Source: an optimization exercise on an open RTL-to-GDS flow (aim: small area, a short achievable clock period and few clock cycles per item). Production flows keep margins and buffers that such runs may drop.
The RTL was checked by simulation tests, not by an equivalence proof against the original design.
Power is estimated from default activity; no workload was simulated.

==> flow/design.v <==
`default_nettype none
package lpoq_pkg;
  localparam int DEPTH  = 16;
  localparam int ADDR_W = (DEPTH > 1) ? $clog2(DEPTH) : 1;
  localparam int OCC_W  = $clog2(DEPTH + 1);
  localparam int PAGE_W = 32;
  localparam int PID_W  = 16;
  localparam int KEY_W  = PAGE_W + PID_W;
  localparam int CAP_W = 5;
  localparam logic [CAP_W-1:0] CAP_RESET = 5'd16;
  typedef enum logic {
    OP_INSERT = 1'b0,
    OP_TOUCH  = 1'b1
  } op_t;
  typedef struct packed {
    logic [PAGE_W-1:0] page;
    logic [PID_W-1:0]  pid;
  } key_t;
  typedef enum logic [6:0] {
    ST_IDLE   = 7'b0000001,
    ST_EV_RD  = 7'b0000010,
    ST_EV_CAP = 7'b0000100,
    ST_SEARCH = 7'b0001000,
    ST_SHIFT  = 7'b0010000,
    ST_APPEND = 7'b0100000,
    ST_DONE   = 7'b1000000
  } state_t;
endpackage
`default_nettype wire
`default_nettype none
module lpoq_ram #(
  parameter int WIDTH  = 48,
  parameter int DEPTH  = 16,
  parameter int ADDR_W = 4
) (
  input  wire logic              clk,
  input  wire logic              we,
  input  wire logic [ADDR_W-1:0] waddr,
  input  wire logic [WIDTH-1:0]  wdata,
  input  wire logic [ADDR_W-1:0] raddr,
  output logic      [WIDTH-1:0]  rdata
);
  logic [WIDTH-1:0] mem [DEPTH];
  always_ff @(posedge clk) begin
    if (we) begin
      mem[waddr] <= wdata;
    end
  end
  always_ff @(posedge clk) begin
    rdata <= mem[raddr];
  end
endmodule
`default_nettype wire
`default_nettype none
module lru_page_order_queue (
  input  wire logic                          clk,
  input  wire logic                          rst,
  input  wire logic                          req_valid,
  output      logic                          req_ready,
  input  wire logic                          req_operation,
  input  wire logic [lpoq_pkg::PAGE_W-1:0]   req_page_number,
  input  wire logic [lpoq_pkg::PID_W-1:0]    req_process_id,
  output      logic                          rsp_valid,
  input  wire logic                          rsp_ready,
  output      logic                          rsp_evicted,
  output      logic [lpoq_pkg::PAGE_W-1:0]   rsp_evicted_page,
  output      logic [lpoq_pkg::PID_W-1:0]    rsp_evicted_pid,
  output      logic                          rsp_hit,
  input  wire logic                          cfg_write_en,
  input  wire logic [lpoq_pkg::CAP_W-1:0]    cfg_write_data
);
  localparam int N  = lpoq_pkg::DEPTH;
  localparam int KW = lpoq_pkg::KEY_W;
  localparam int RW = KW + 2;             
  logic [KW-1:0]              key_mem [N];
  logic [N-1:0]               valid;       
  logic [N-1:0]               older [N];   
  logic [N-1:0]               lru;         
  logic [lpoq_pkg::CAP_W-1:0] capacity;
  logic                       s2_v;
  logic                       s2_touch;
  logic [KW-1:0]              s2_key;
  logic [N-1:0]               s2_match;    
  logic [N-1:0]               s2_wlast;    
  logic                       s2_eqp;      
  logic                       rv_q;        
  logic [RW-1:0]              ohead;
  logic [KW-1:0] in_key;
  logic [N-1:0]  in_match;
  logic          in_eqp;
  logic          take;
  logic          proc;
  assign in_key = {req_page_number, req_process_id};
  always_comb begin
    for (int i = 0; i < N; i++) in_match[i] = (in_key == key_mem[i]);
  end
  assign in_eqp = (in_key == s2_key);
  assign proc      = s2_v && (!rv_q || rsp_ready);
  assign req_ready = !s2_v || !rv_q || rsp_ready;
  assign take      = req_valid && req_ready;
  logic [N-1:0] m_eff, cand, first, lru2, app, ins_slot, we, s;
  logic         evict, hit, adv;    
  logic [KW-1:0] ev_key;
  assign m_eff = (s2_match & ~s2_wlast) | (s2_wlast & {N{s2_eqp}});
  assign cand  = m_eff & valid;
  logic [N-1:0] ol [N];
  always_comb begin
    for (int i = 0; i < N; i++)
      for (int j = 0; j < N; j++)
        if (i < j)      ol[i][j] = older[i][j];
        else if (i > j) ol[i][j] = !older[j][i];
        else            ol[i][j] = 1'b1;
  end
  always_comb begin
    for (int i = 0; i < N; i++) begin
      first[i] = cand[i];
      for (int j = 0; j < N; j++)
        if (j != i && cand[j] && !ol[i][j]) first[i] = 1'b0;
    end
  end
  always_comb begin
    logic [N-1:0] rest;
    rest = valid & ~lru;
    for (int i = 0; i < N; i++) begin
      lru2[i] = rest[i];
      for (int j = 0; j < N; j++)
        if (j != i && rest[j] && !ol[i][j]) lru2[i] = 1'b0;
    end
  end
  logic [N-1:0] lim_oh, valid_nx;
  always_comb begin
    lim_oh = '0;
    if (capacity == '0)         lim_oh[0]   = 1'b1;
    else if (capacity >= 5'd16) lim_oh[N-1] = 1'b1;
    else                        lim_oh[capacity - 5'd1] = 1'b1;
  end
  assign valid_nx = (proc && !s2_touch && !evict) ? {valid[N-2:0], 1'b1} : valid;
  assign app      = valid ^ {valid[N-2:0], 1'b1};    
  assign ins_slot = evict ? lru : app;
  assign we       = (proc && !s2_touch) ? ins_slot : '0;
  assign s        = !proc ? '0 : s2_touch ? first : ins_slot;
  assign hit      = s2_touch && (|cand);
  assign adv      = s2_touch ? |(m_eff & lru) : evict;
  always_comb begin
    ev_key = '0;
    for (int i = 0; i < N; i++) if (lru[i]) ev_key = ev_key | key_mem[i];
    if (s2_touch || !evict) ev_key = '0;
  end
  logic [RW-1:0] rsp_new;
  assign rsp_new = {(!s2_touch && evict), ev_key, hit};
  logic s2_v_nx;
  assign s2_v_nx = take || (s2_v && !proc);
  always_ff @(posedge clk) begin
    for (int i = 0; i < N; i++) if (we[i]) key_mem[i] <= s2_key;
    for (int i = 0; i < N; i++)
      for (int j = i + 1; j < N; j++)
        older[i][j] <= s[j] | (older[i][j] & !s[i]);
    if (proc) begin
      if (!valid[0]) lru <= {{(N-1){1'b0}}, 1'b1};    
      else if (adv && valid[1]) lru <= lru2;          
    end
    if (take) begin
      s2_touch <= req_operation;
      s2_key   <= in_key;
      s2_match <= in_match;
      s2_wlast <= we;
      s2_eqp   <= in_eqp;
    end
  end
  always_ff @(posedge clk) begin
    if (rst) begin
      valid    <= '0;
      evict    <= 1'b0;
      capacity <= lpoq_pkg::CAP_RESET;
      s2_v     <= 1'b0;
      rv_q     <= 1'b0;
    end else begin
      if (cfg_write_en) capacity <= cfg_write_data;
      valid <= valid_nx;
      evict <= |(valid_nx & lim_oh);
      s2_v  <= s2_v_nx;
      if (proc) rv_q <= 1'b1;
      else if (rsp_ready) rv_q <= 1'b0;
    end
  end
  always_ff @(posedge clk) begin
    if (proc) ohead <= rsp_new;
  end
  assign rsp_valid        = rv_q;
  assign rsp_evicted      = ohead[RW-1];
  assign rsp_evicted_page = ohead[RW-2 -: lpoq_pkg::PAGE_W];
  assign rsp_evicted_pid  = ohead[lpoq_pkg::PID_W:1];
  assign rsp_hit          = ohead[0];
endmodule
`default_nettype wire
Settings: LEC_CHECK=0, ABC_CLOCK_PERIOD_IN_PS=2000, CAP_MARGIN=20, CORE_MARGIN=2, CORE_UTILIZATION=45, SETUP_SLACK_MARGIN=2.6, SLEW_MARGIN=20, TNS_END_PERCENT=100; clock period 5.0 ns.
run.sh (not shown) runs the stock make flow with config.mk's settings and CLKGATE_MAP_FILE= SYNTH_SCRIPT=/design/flow/synth_recipe.tcl, a recipe that flattens the netlist after the stock synthesis.
Testbench counts at the start, summed over its fixed seeds: cycles 3,216, items 3,200.
Rerun with:
Settings changed: CORE_UTILIZATION 45 to 40, SETUP_SLACK_MARGIN 2.6 to 2.7.
After rerunning:
- die area increases by about 12%
- hold slack degrades by 0.0091 ns
- routed wire length increases by 2.2%
- setup slack improves by 0.22 ns
- final cell count increases by 1.7%
Rerun with:
Settings changed: SETUP_SLACK_MARGIN 2.7 to 2.6.
The new run went through all stages and came out clean.
Design area shrinks by a few percent.
Core utilization goes down by 1.8 points.
Wire length falls by a few percent.
First-iteration DRC count is lower by about a fifth.
Combinational power goes down by a few percent.
Setup slack degrades by 0.048 ns.
Power fell slightly.
Die area does not change.
Fmax shrinks slightly.
Rerun with:
Settings changed: CORE_UTILIZATION 40 to 46, CTS_BUF_LIST from default to sky130_fd_sc_hd__clkbuf_8.
=>
- cell area falls by 2.5%
- global-route usage increases by 7.4 points
- power fell by about 5%
- sequential power hardly moves
- setup slack loses 0.12 ns
- synthesized cell count is unchanged
- via count went up by 3.3%
- core utilization goes up by 6.2 points
Rerun with:
Settings changed: CORE_UTILIZATION 46 to 40, CTS_BUF_LIST sky130_fd_sc_hd__clkbuf_8 to default, SETUP_SLACK_MARGIN 2.6 to 2.45.
The new run ran to the end with no violations.
Total power increases by about 6%.
Via count decreases by about 4%.
Fmax hardly moves.
Rerun with:
Settings changed: CTS_BUF_LIST from default to sky130_fd_sc_hd__clkbuf_8, SETUP_SLACK_MARGIN 2.45 to 2.6.
Outcome: Clock power drops by 15%; sequential share of layout area fell by 1.4 points; sequential cell count stays the same.

---

== v29 ==
lru_page_order_queue, a different RTL version from the one above (not shown whole).
Size: roughly 1100 flip-flops, about 110 I/O pins, about 52000 µm² of cells after synthesis.
==> flow/config.mk <==
export PLATFORM = sky130hd
export DESIGN_NAME = lru_page_order_queue
export DESIGN_NICKNAME = lru_page_order_queue
export VERILOG_FILES = /design/flow/design.v
export SDC_FILE = /design/flow/constraint.sdc
export NUM_CORES = 4
export LEC_CHECK = 0
export ABC_CLOCK_PERIOD_IN_PS = 2000
export CAP_MARGIN = 20
export CORE_MARGIN = 2
export CORE_UTILIZATION = 40
export SETUP_SLACK_MARGIN = 2.85
export SLEW_MARGIN = 20
export TNS_END_PERCENT = 100
==> flow/constraint.sdc <==
create_clock -name core_clock -period 5.0 [get_ports {clk}]
set_input_delay 1.0000 -clock core_clock [delete_from_list [all_inputs] [get_ports {clk}]]
set_output_delay 1.0000 -clock core_clock [all_outputs]
set_load 0.01 [all_outputs]
Testbench counts of v29, summed over its fixed seeds: cycles 3,216, items 3,200.
The following lists how v7 was set up differently from v29:
- CORE_UTILIZATION now 55, was 40
- SETUP_SLACK_MARGIN now 2.3, was 2.85
## What came out
Sort v7 and v29 by number of optimization iterations in the first detailed-route pass asc -> top: v29
Looking at maximum frequency across both flows, v7 is the weaker of the two, with v29 ahead.
Row depth of the most critical reg-to-reg path: v7 lower / v29 higher
The fraction of the core area covered by cells at the end of the flow of v7 exceeds that of v29 by 10 points.
Diff v29 -> v7: net switching power shows a reduction of 660 µW; via count shows a reduction of about 2.3%.
Modified inputs, v12 compared to v7
- SETUP_SLACK_MARGIN changed from 2.3 to 2.6
- CORE_UTILIZATION changed from 55 to 40
Findings:
- v12 against v7: areal power density over the cells barely changed; share of the cycle needed by the critical path after routing dropped 3.9 points; total count of hold-check failures in the final report saw little to no change.
- Going from v7 to v12, number of placement rows grew by more than 10%.
Input changes introduced in v15 (baseline for comparison: v12):
- an added CTS_BUF_LIST of sky130_fd_sc_hd__clkbuf_8
## What came out
- v15 has completed all stages; timing, DRC and antenna checks passed.
- Re non-clock buffer count: v15 and v12 aren't equal, and the lower value belongs to v12.
- Of v15 and v12, v15 shows the lower power density over the cells, with v12 above it.
- On combinational-cell power consumption, v12 tracks v15 almost exactly.
### v15 -> v58
- SETUP_SLACK_MARGIN now 2.3, was 2.6
- CTS_BUF_LIST no longer set, was sky130_fd_sc_hd__clkbuf_8
==> run notes <==
| routed wire length | v58 vs v15 | better |
v58 consumes more power than v15 does.
Diff v15 -> v58: total inserted antenna cells picked up an extra 2, cell count decreased 3.6%, synthesized cell count essentially unchanged, detailed placer's ending HPWL flat, required arrival time at the worst endpoint shows an increase of 1.53 ns.
For horizontal die dimension, v15 and v58 come out practically identical.
Comparing v58 and v15, clock-buffer cell count is higher on v15.

---

main:
Another version of the RTL of lru_page_order_queue (not shown whole).
Size: ~4100 cells after synthesis, ~1100 flip-flops, about 110 I/O pins.
Settings: LEC_CHECK=0, ABC_CLOCK_PERIOD_IN_PS=1500, CAP_MARGIN=20, CORE_MARGIN=2, CORE_UTILIZATION=40, SETUP_SLACK_MARGIN=3.3, SLEW_MARGIN=20, TNS_END_PERCENT=100; clock period 5.0 ns.
Nothing crashed in main and all stages finished; the problem is that the final layout failed, the offending checks being capacitance limit, slew limit.
Testbench counts of main, summed over its fixed seeds: cycles 3,216, items 3,200.
Modified inputs, the feature branch compared to main
Settings: swapping 1500 for 2000 in ABC_CLOCK_PERIOD_IN_PS; swapping 3.3 for 2.8 in SETUP_SLACK_MARGIN.
Findings:
Final area is higher on main. Apart from main, each of the feature branch and main ends the flow with a layout that passes the timing, design-rule and antenna checks. Per the comparison of the feature branch with main, number of nets at the end of the flow lost about 10%; smallest setup slack after layout lost 0.0063 ns; total of plain and repair buffers excluding clock buffers lost about 40%.

static timing again, ports no longer ideal:
The results above use ideal ports. As a check the final layouts listed here were re-extracted and re-timed, cells and wires unchanged. Step 1 assumes that a clkbuf_16 drives the clock port and a buf_2 every other input. Step 2, shift: input delay + t, output delay - t, t = (earliest + latest rising clock arrival at the registers) / 2. This alone moves slack from input paths to output paths. Three values: no drivers, after step 1, after step 2; two values: the first two.
run | shift t [ns] | slack for setup (ns) | hold slack, ns | worst data-port slew with drivers (ns)
the first run of note 1 | 0.824 | 2.240 / 2.280 / 1.456 | 0.553 / 0.553 / 0.553 | 0.07
the second run of note 1 | 0.853 | 2.461 / 2.448 / 1.731 | 0.544 / 0.504 / 0.544 | 0.23
the third run of note 1 | 0.857 | 2.413 / 2.413 / 1.682 | 0.546 / 0.546 / 0.546 | 0.13
the fourth run of note 1 | 1.000 | 2.295 / 2.218 / 1.549 | 0.481 / 0.442 / 0.549 | 0.15
the fifth run of note 1 | 0.826 | 2.292 / 2.292 / 1.536 | 0.535 / 0.535 / 0.535 | 0.07
the sixth run of note 1 | 1.014 | 2.314 / 2.314 / 1.509 | 0.494 / 0.443 / 0.552 | 0.14
v29 | 0.873 | 2.329 / 2.329 / 1.919 | 0.536 / 0.524 / 0.536 | 0.12
v7 | 0.833 | 2.104 / 2.147 / 1.319 | 0.522 / 0.522 / 0.522 | 0.13
v12 | 0.873 | 2.298 / 2.338 / 1.464 | 0.542 / 0.542 / 0.542 | 0.12
v15 | 1.033 | 2.331 / 2.246 / 1.513 | 0.475 / 0.445 / 0.542 | 0.13
v58 | 0.869 | 2.120 / 2.120 / 1.383 | 0.539 / 0.539 / 0.539 | 0.09
main | 0.883 | 2.324 / 2.324 / 1.646 | 0.435 / 0.417 / 0.496 | 0.18
the feature branch | 0.879 | 2.317 / 2.317 / 1.818 | 0.472 / 0.472 / 0.472 | 0.15
The setup slack of v12, which loses most, moves by +0.040 ns with the drivers and by -0.834 ns with both steps.
